This is an optimization exercise on Yosys and OpenROAD, whose aim is small area, a short achievable clock period and few clock cycles per item, not a production implementation. In this exercise RTL edits were held to simulation tests only and were not proved equivalent to the original.

==> flow/design.v (outline; a module is shown in full before it is edited, if it fits) <==
// module ordered_sequence_hash_64_top: 646 lines
// module osh64_fa: 4 lines
// module osh64_x3: 3 lines
// module osh64_ha: 4 lines
// module osh64_add62: 610 lines
// module osh64_add64: 645 lines
module ordered_sequence_hash_64_top (
  input  logic                             clk,
  input  logic                             rst_n,
  input  logic                             in_valid,
  output logic                             in_stall,
  input  logic                             in_cmd,
  input  logic [osh64_pkg::LEN_W-1:0]      in_seq_length,
  input  logic [osh64_pkg::HASH_W-1:0]     in_element_bits,
  output logic                             out_valid,
  input  logic                             out_stall,
  output logic [osh64_pkg::HASH_W-1:0]     out_hash
);
  // ...
==> flow/flow/run.sh <==
#!/bin/bash
set -euo pipefail
MARGIN=$(cat flow/margin.txt)
bash standard.sh SETUP_SLACK_MARGIN=$MARGIN finish > standard.log 2>&1
==> flow/flow/margin.txt <==
5.5
==> flow/standard.sh <==
#!/bin/bash
# synth_recipe.tcl (not shown) runs the flow's synth.tcl, then flattens the netlist and writes it again
# the make line also repeats each setting of config.mk as NAME=value (left out here)
make -C /OpenROAD-flow-scripts/flow DESIGN_CONFIG=/design/flow/config.mk WORK_HOME=/design/flow/orfs CLKGATE_MAP_FILE= SYNTH_SCRIPT=/design/flow/synth_recipe.tcl "${@:-finish}"
==> flow/config.mk <==
export PLATFORM = sky130hd
export DESIGN_NAME = ordered_sequence_hash_64_top
export DESIGN_NICKNAME = ordered_sequence_hash_64_top
export VERILOG_FILES = /design/flow/design.v
export SDC_FILE = /design/flow/constraint.sdc
export NUM_CORES = 4
export LEC_CHECK = 0
export CAP_MARGIN = 20
export CORE_MARGIN = 2
export CORE_UTILIZATION = 40
export SLEW_MARGIN = 20
export SYNTH_HIERARCHICAL = 1
==> flow/constraint.sdc <==
create_clock -name core_clock -period 9.5 [get_ports {clk}]
set_input_delay 1.9000 -clock core_clock [delete_from_list [all_inputs] [get_ports {clk}]]
set_output_delay 1.9000 -clock core_clock [all_outputs]
set_load 0.01 [all_outputs]
==> metrics.md, run 1 <==
| Metric | Value |
|---|---|
| Area growth from synthesis to layout | `39.9%` |
| Largest family of logic cells by synthesized area | `adder cells` |
| Top post-synthesis cells by count | `fa_1 (387), edfxtp_1 (309), xnor2_1 (275), inv_1 (265), ha_1 (177)` |
| Critical Path End Type | `register` |
| Post-DRT Antenna Nets | `0` |
| Clock Skews | `0.0395 ns` |
| Critical-path cell list | `clkdlybuf4s50_1 > mux2_2 > mux2_4 > ha_4 > and3_4 > a311o_2 > a211o_4 > o21ai_4 > a21oi_4 > buf_6 > buf_6 > nand4b_1 > nand4b_1` |
| RSZ-0062 raised after global routing | `true` |
| Clock-cell share of area | `3.70%` |
| Max FFs per register | `124` |
| Busiest grt layer | `met2` |
| Hold Path Class | `register to register` |
| Synth cell types | `88` |
| DRT met1 WL | `39.1 mm` |
| Register Area | `10600 um2` |
| H-tree levels | `2` |
| Initial antenna violation count | `1` |
| M1 GR Usage | `30.3%` |
| Slew Viols, Final | `0` |
| Status | `finished clean` |
| Relative slew margins | `31.5%` |
| Worst-Skew Late Latency | `0.61 ns` |
| M3 GR Usage | `4.28%` |
| CP Max Fanout | `4` |
| Tmin final | `4.77 ns` |
| Slowest cell delay on critical path | `0.43 ns` |
| EDFF count, synth | `309` |
| FP Rows | `102` |
| Top class by area | `multi-input gates` |
| Most frequent cells in the layout | `fa_1 (378), edfxtp_1 (309), inv_1 (255)` |
| NumNets Final | `3644` |
| Min Hold Slack | `0.505 ns` |
| Multi-In Gates | `1783` |
| Simple-gate portion of the synthesized area | `5.37%` |
Testbench counts, summed over its fixed seeds: cycles 12,024, items 12,000.
==> inputs of run 2 (changes only) <==
==> flow/flow/margin.txt (replaced) <==
6.0
==> metrics.md, run 2 <==
| Metric | Value |
|---|---|
| RSZ-0062 raised after global routing | `true` |
| Filler instances | `5929` |
| Asr flop ratio synth | `0%` |
| TritonCTS clock tree | `built` |
| Post-synth top flop | `edfxtp_1` |
| Area contributors post-synth | `edfxtp_1 (30%), fa_1 (25%), xnor2_1 (7.8%)` |
| CP Buf/Inv Count | `4` |
| Fin worst setup slack | `4.85 ns` |
| Critical-path cell list | `buf_16 > bufbuf_16 > mux2_2 > mux2_4 > ha_4 > nand4_1 > or2_4 > a2111oi_4 > buf_4 > buf_6 > o21ai_4 > a21oi_4 > o21ai_2 > o311a_1` |
| Hold Path Class | `register to register` |
| DR vias/cell | `5.38` |
| Post-Syn Instances | `2466` |
| GRT Overall Usage | `25.5%` |
| Slew @ Worst Pin | `0.901 ns` |
| Vias in the first global route | `23600` |
| Relative slew margins | `39.8% (+8.3 points)` |
| Final setup viols | `0` |
| Synth Cell Area | `31000 um2` |
| Most frequent cells in the layout | `fa_1 (317), edfxtp_1 (309), buf_4 (278)` |
| CTS max path bufs | `3` |
| Post-DRT Antenna Nets | `0 (unchanged)` |
| Pre-CTS worst setup slack | `2.84 ns` |
| Final wirelength | `105 mm` |
| Initial DRC count | `1636` |
| Top post-synthesis cells by count | `fa_1 (387), edfxtp_1 (309), xnor2_1 (275), inv_1 (265), ha_1 (177)` |
| I/O Buffers | `166` |
| Clock Skews | `0.0340 ns (-0.00553 ns)` |
| Clk root buf | `clkbuf_16` |
| Initial core utilization | `40.3%` |
| Setup tns final | `0 ns` |
| First-pass GRT wire length | `149 mm` |
| Largest delay share family, worst path | `compound AO/OA/AOI/OAI gates` |
| Core ar. | `77100 um2` |
| Routability cong. | `0.961` |
| Layout cells sized above 1 | `38.7%` |
| EDFF count, synth | `309 (unchanged)` |
| Max_cap viols | `0` |
| HPWL after DPL | `71.5 mm` |
| Via Count | `22300` |
| Die H | `283 um` |
| DIE WIDTH | `283 um` |
| Top cell type's share of synthesized area | `29.9%` |
| NumNets Final | `3736 (+2.5%)` |
| Dpl cell area | `35200 um2` |
| Critical Path End Type | `register` |
| Initial antenna violation count | `0 (-1)` |
| CP required | `9.83 ns` |
| CP arrival | `4.99 ns` |
| Top-count cell post-synth | `fa_1` |
| Flops & latches, synth | `377` |
| Commonest non-fill, non-tap cell in the layout | `fa_1` |
| DRC | `0` |
| CTS Buf Count | `47` |
| CTS Hold Buffers Added | `0` |
| Crit Path Class | `input port to register` |
| Status | `finished clean` |
| Slew Viols, Final | `0 (unchanged)` |
| Synth cell types | `88 (unchanged)` |
| Worst-Skew Late Latency | `0.61 ns (about the same)` |
| Max FFs per register | `124 (unchanged)` |
| WL/cell | `25.3 um` |
| Die Area | `79800 um2` |
| CP max stage cell | `mux2_2` |
| Total grt overflow | `0` |
| Hold Vio Cnt, Final | `0` |
| Hold path startpoint | `s0_cmd` |
| Crit share post-route | `49.0%` |
| FP Rows | `102 (unchanged)` |
| DRT Pass-1 Iters | `7` |
| Avg Synthesized Cell Area | `12.6 um2` |
| Area growth from synthesis to layout | `44.3%` |
| Post-synthesis sequential area ratio | `34.3%` |
| Maximum clock rate | `215 MHz` |
| Slowest cell delay on critical path | `0.34 ns (-0.09 ns)` |
| YS warnings | `7` |
| Cell area after layout | `44800 um2` |
| Tmin final | `4.65 ns (-0.119 ns)` |
| Type of origin of the critical path | `input port` |
| CP Max Fanout | `7 (+3)` |
| # diodes | `0` |
| CTS Sinks | `377` |
| H-tree levels | `2 (unchanged)` |
| Clk slew on worst S/H paths | `0.06 ns` |
| I/O pins | `167` |
| Crit. Startpoint | `in_cmd` |
| Synth area leader | `edfxtp_1` |
| Worst reg2reg path startpoint | `s1_p[0]` |
| Largest Register | `s1_p` |
| Largest net degree at the start of global routing | `82` |
==> run 2: area by class of cell <==
class | count | area [um2] | share of cell area, %
inverters | 265 | 1070 | 2.39
clock buffers | 57 | 1210 | 2.71
clock inverters | 25 | 302 | 0.673
repair buffers | 598 | 6010 | 13.4
flip-flops and latches | 377 | 10700 | 23.9
well taps | 1040 | 1300 | 2.91
multi-input cells | 1782 | 24200 | 54.0
==> run 2: Yosys stat by module (local to each module, per instance) <==
module,area (um2),cells,flip-flops and latches
ordered_sequence_hash_64_top,17300,1328,377
osh64_add62,2830,377,0
osh64_add64,2680,345,0
osh64_fa,20.0,1,0
osh64_ha,12.5,1,0
osh64_x3,23.8,1,0
==> run 2: through the flow <==
step / utilization [%] / std cells / hold WS, ns
finish: 58.1 / 4144 / 0.470
global route: 58.1 / 4144 / 0.519
CTS: 55.6 / 4050 / 0.491
detailed placement: 45.7 / 3649 / 0.491
global placement: 45.7 / 3649 / 0.480
floorplan: - / 2470 / 0.400
==> run 2: cell families after synthesis <==
family                     Yosys count  synth area share [%]
adders and majority gates          564                  32.1
xor gates and xnor gates           403                  12.7
DFF                                377                  34.3
AOI/OAI and AO/OA                  371                  7.85
and+or+nand+nor                    332                  5.37
buffers and inverters              311                  3.79
muxes                              107                  3.85
other                                1                0.0121
==> run 2: worst paths after layout <==
check / endpoint / slack [ns] / cells past startpoint
setup reg to reg: out_hash_r[55] / 4.90 / 22
hold reg to reg: s1_cmd / 0.47 / 0
hold / removal: s1_cmd / 0.47 / 0
setup / recovery: s0_msrc[61] / 4.85 / 14
==> run 2: worst reg2reg max path, cell delays in order (launching register included) <==
cell       delay (ns)
edfxtp_1         0.36
ha_2             0.19
inv_2            0.04
fa_2             0.33
nand2b_4         0.16
a211oi_4         0.39
o2111ai_4        0.21
a21oi_4          0.26
a31oi_4          0.15
o31ai_4          0.30
a21o_4           0.22
buf_6            0.11
buf_6            0.09
a21oi_4          0.06
xnor2_4          0.26
xnor2_4          0.13
xnor2_2          0.18
buf_6            0.15
buf_6            0.13
xnor2_2          0.13
xnor2_1          0.27
xnor2_1          0.22
o21ai_1          0.12
==> run 2: what timing repair did <==
action                                  in CTS  in global routing
cloned                                       5                  0
pin swaps                                  355                183
endpoints found under the setup margin     461                295
resized for setup                          610                232
setup buffers                              314                 94
==> run 2: layer usage <==
metal | vias to the layer above | global-route usage, % | routed length, um | share of wire, %
li1 | 9643 | - | - | -
met1 | 11400 | 31.5 | 39300 | 38
met2 | 932 | 42.8 | 50800 | 49
met3 | 348 | 4.03 | 6140 | 5.9
met4 | 0 | 14.1 | 8360 | 8.0
met5 | - | 0 | 0 | 0
==> inputs of run 3 (changes only) <==
==> flow/run.sh (new file) <==
#!/bin/bash
# synth_recipe.tcl (not shown) runs the flow's synth.tcl, then flattens the netlist and writes it again
# the make line also repeats each setting of config.mk as NAME=value (left out here)
make -C /OpenROAD-flow-scripts/flow DESIGN_CONFIG=/design/flow/config.mk WORK_HOME=/design/flow/orfs CLKGATE_MAP_FILE= SYNTH_SCRIPT=/design/flow/synth_recipe.tcl finish
--- a/flow/config.mk
+++ b/flow/config.mk
@@ -10,2 +10,3 @@
 export CORE_UTILIZATION = 40
+export SETUP_SLACK_MARGIN = 5
 export SLEW_MARGIN = 20
removed: flow/flow/run.sh
removed: flow/flow/margin.txt
removed: flow/standard.sh
==> metrics.md, run 3 <==
| Metric | Value |
|---|---|
| Slew @ Worst Pin | `1.18 ns (+0.278 ns)` |
| Fin worst setup slack | `4.78 ns (-0.0706 ns)` |
| R2R Path End | `out_hash_r[45]` |
| Setup tns final | `0 ns (unchanged)` |
| Final setup viols | `0 (unchanged)` |
| Most frequent cells in the layout | `fa_1 (384), edfxtp_1 (309), inv_1 (261)` |
| TritonCTS clock tree | `built` |
| Post-synthesis sequential area ratio | `34.3% (unchanged)` |
| Met2 WL post-DR | `46.5 mm (-8.5%)` |
| Via Count | `20800 (-6.8%)` |
| CP arrival | `5.06 ns (+0.07 ns)` |
| Critical Path End Type | `register` |
| Top-count cell post-synth | `fa_1` |
| DR vias/cell | `5.33 (-0.98%)` |
| CTS max path bufs | `3 (unchanged)` |
| Post-synthesis mux area share | `3.85% (unchanged)` |
| Area contributors post-synth | `edfxtp_1 (30%), fa_1 (25%), xnor2_1 (7.8%)` |
| Relative slew margins | `20.9% (-19 points)` |
| NumNets Final | `3488 (-6.6%)` |
| Hold path startpoint | `s0_cmd` |
| GRT Overall Usage | `23.8% (-1.7 points)` |
| Vias in the first global route | `21700 (-8.1%)` |
| Largest net degree at the start of global routing | `84 (+2.4%)` |
| DRT Pass-1 Iters | `5 (-2)` |
| Initial antenna violation count | `0 (unchanged)` |
| Type of origin of the critical path | `input port` |
| Total grt overflow | `0 (unchanged)` |
| WL met3 | `5.16 mm (-16%)` |
| Simple-gate portion of the synthesized area | `5.37% (unchanged)` |
| XOR/XNOR Fraction of Synth Area | `12.7% (unchanged)` |
| I/O pins | `167 (unchanged)` |
| RSZ-0062 raised after global routing | `true` |
| Pre-CTS worst setup slack | `3.13 ns (+0.297 ns)` |
| YS warnings | `7 (unchanged)` |
| Asr flop ratio synth | `0% (unchanged)` |
| DRT met1 WL | `37.9 mm (-3.6%)` |
| DRC | `0 (unchanged)` |
| Compound-cell area share of the yosys netlist | `7.85% (unchanged)` |
| Hold EP | `s1_cmd` |
| Core ar. | `77100 um2 (unchanged)` |
| Synth Cell Area | `31000 um2 (unchanged)` |
| Top cell type's share of synthesized area | `29.9% (unchanged)` |
| Hold Path Class | `register to register` |
| Synth Area in Adders | `32.1% (unchanged)` |
| R2R depth | `20 (-9.1%)` |
| DIE WIDTH | `283 um (unchanged)` |
| Max_cap viols | `0 (unchanged)` |
| Maximum clock rate | `212 MHz (-1.5%)` |
| Die H | `283 um (unchanged)` |
| Crit Path Class | `input port to register` |
| I/O Buffers | `166 (unchanged)` |
| Top post-synthesis cells by count | `fa_1 (387), edfxtp_1 (309), xnor2_1 (275), inv_1 (265), ha_1 (177)` |
| Layout cells sized above 1 | `23.8% (-15 points)` |
| HPWL after DPL | `71.4 mm (-0.20%)` |
| Largest Register | `s1_p` |
| Synth cell types | `88 (unchanged)` |
| Avg Synthesized Cell Area | `12.6 um2 (unchanged)` |
| CTS Buf Count | `46 (-2.1%)` |
| Commonest non-fill, non-tap cell in the layout | `fa_1` |
| EDFF count, synth | `309 (unchanged)` |
| Slew Viols, Final | `0 (unchanged)` |
| H-tree levels | `2 (unchanged)` |
| CP required | `9.84 ns (about the same)` |
| CTS Sinks | `377 (unchanged)` |
| Worst reg2reg path startpoint | `s1_p[0]` |
| First-pass GRT wire length | `139 mm (-7.0%)` |
| Crit. Startpoint | `in_seq_length[14]` |
| Depth of the worst hold-timing path | `0 (unchanged)` |
| Area growth from synthesis to layout | `29.0%` |
| Initial DRC count | `1480 (-9.5%)` |
| CP Max Fanout | `6 (-1)` |
| Hold Vio Cnt, Final | `0 (unchanged)` |
| Post-synth top flop | `edfxtp_1` |
| FP Rows | `102 (unchanged)` |
| Clock Skews | `0.0354 ns (+0.00143 ns)` |
| Clk slew on worst S/H paths | `0.06 ns (about the same)` |
| Flops & latches, synth | `377 (unchanged)` |
| Tmin final | `4.72 ns (+0.0706 ns)` |
| Max FFs per register | `124 (unchanged)` |
| Die Area | `79800 um2 (unchanged)` |
| Largest family of logic cells by synthesized area | `adder cells` |
| Worst-Skew Late Latency | `0.61 ns (about the same)` |
| Clk root buf | `clkbuf_16` |
| Top Layer Used | `met4` |
| Synth area leader | `edfxtp_1` |
| Initial core utilization | `40.3% (unchanged)` |
| R2R Setup Slk | `5.03 ns (+0.13 ns)` |
| Status | `finished clean` |
| Crit share post-route | `49.7% (+0.74 points)` |
| Final wirelength | `95.0 mm (-9.2%)` |
| Routability cong. | `0.992 (+3.2%)` |
| WL/cell | `24.4 um (-3.6%)` |
| Post-Syn Instances | `2466 (unchanged)` |
| Post-DRT Antenna Nets | `0 (unchanged)` |
## run 3: cell counts after synthesis
Identical to the previous run, type by type.
## run 3: repair_timing
action / CTS / global route
resized for setup: 285 / 201
hold buffers: 0 / 0
setup endpoints to repair: 112 / 98
endpoints found under the hold margin: 0 / 0
cloned: 4 / 0
pin swaps: 103 / 118
buffers inserted: 97 / 64
## run 3: area by class of cell
type	instances	area, um2
Sequential cell	377	10600
Clock inverter	25	284
Multi-Input combinational cell	1782	22300
Fill cell	6476	37100
Antenna cell	1	2.50
Clock buffer	59	1240
Inverter	265	995
Tap cell	1040	1300
Timing Repair Buffer	351	3300
## run 3: modules after synthesis (local to each module, per instance)
module | flip-flops and latches | cell area, um2 | cells
osh64_ha | 0 | 12.5 | 1
osh64_add62 | 0 | 2830 | 377
osh64_add64 | 0 | 2680 | 345
ordered_sequence_hash_64_top | 377 | 17300 | 1328
osh64_x3 | 0 | 23.8 | 1
osh64_fa | 0 | 20.0 | 1
## run 3: through the flow
step | cell area, um2 | hold WS, ns | util (%) | instances
after global placement | 34300 | 0.482 | 44.5 | 3650
after global routing | 40000 | 0.464 | 51.9 | 3899
after floorplan | 31400 | 0.400 | - | 2470
final | 40000 | 0.440 | 51.9 | 3900
after CTS | 38300 | 0.449 | 49.7 | 3835
after detailed placement | 34300 | 0.463 | 44.5 | 3650
## run 3: logic make-up (layout without fill, tap and decap cells)
logic type               count (synthesis)  after routing
AO/OA/AOI/OAI                          371            371
AND/OR/NAND/NOR                        332            332
XOR/XNOR                               403            403
adder cells (fa/ha/maj)                564            564
other                                    1              6
multiplexers                           107            107
buffers and inverters                  311            700
flip-flops                             377            377
## run 3: worst max path at each step
stage | endpoint | cells after the start | slack [ns]
2_1_floorplan | s0_msrc[35] | 13 | 4.49
3_3_place_gp | s0_msrc[57] | 15 | 3.22
3_5_place_dp | s0_msrc[57] | 13 | 3.13
4_1_cts | s0_msrc[57] | 15 | 4.78
5_1_grt | s0_msrc[41] | 15 | 4.70
6_report | s0_msrc[57] | 14 | 4.78
## run 3: metal layers
layer  up-vias  track usage [%]
met5         -                0
li1       9152                -
met2       750             39.9
met4         0             11.0
met1     10600             30.4
met3       228             3.54
## run 3: worst max-delay path, stage by stage
cell and delay, ns:
clkdlybuf4s50_1 0.47, mux2_2 0.30, mux2_2 0.33, ha_4 0.32, nand2_1 0.11, nor2_2 0.17
a21oi_4 0.10, a2111oi_4 0.34, buf_4 0.19, buf_6 0.11, o21ai_4 0.06, a21oi_4 0.23
a2111oi_4 0.10, a311o_1 0.32

==> separate check: timing with driven ports <==
How much do the figures lean on ideal ports? The routed layouts below were timed once more, with nothing changed but the port constraints.
Step 1 assumes that a clkbuf_16 drives the clock port and a buf_2 every other input.
Step 2 adds t to the input delays and takes it off the output delays; t is the mean of the earliest and latest rising clock arrival at the registers after step 1. Input paths then give back, and output paths get back, about the clock's delay inside the block.
Three values: ideal, step 1, step 2; two values: the first two.
| run | t (ns) | setup slack, ns | worst setup path at the end |
|---|---|---|---|
| run 1 | 0.661 | 4.727 / 4.712 / 4.050 | input to register |
| run 2 | 0.667 | 4.846 / 4.636 / 3.969 | input to register |
| run 3 | 0.659 | 4.776 / 4.782 / 4.123 | input to register |
After both steps every run listed still meets setup and hold. The setup slack of run 2, which loses most, moves by -0.210 ns with the drivers and by -0.877 ns with both steps.
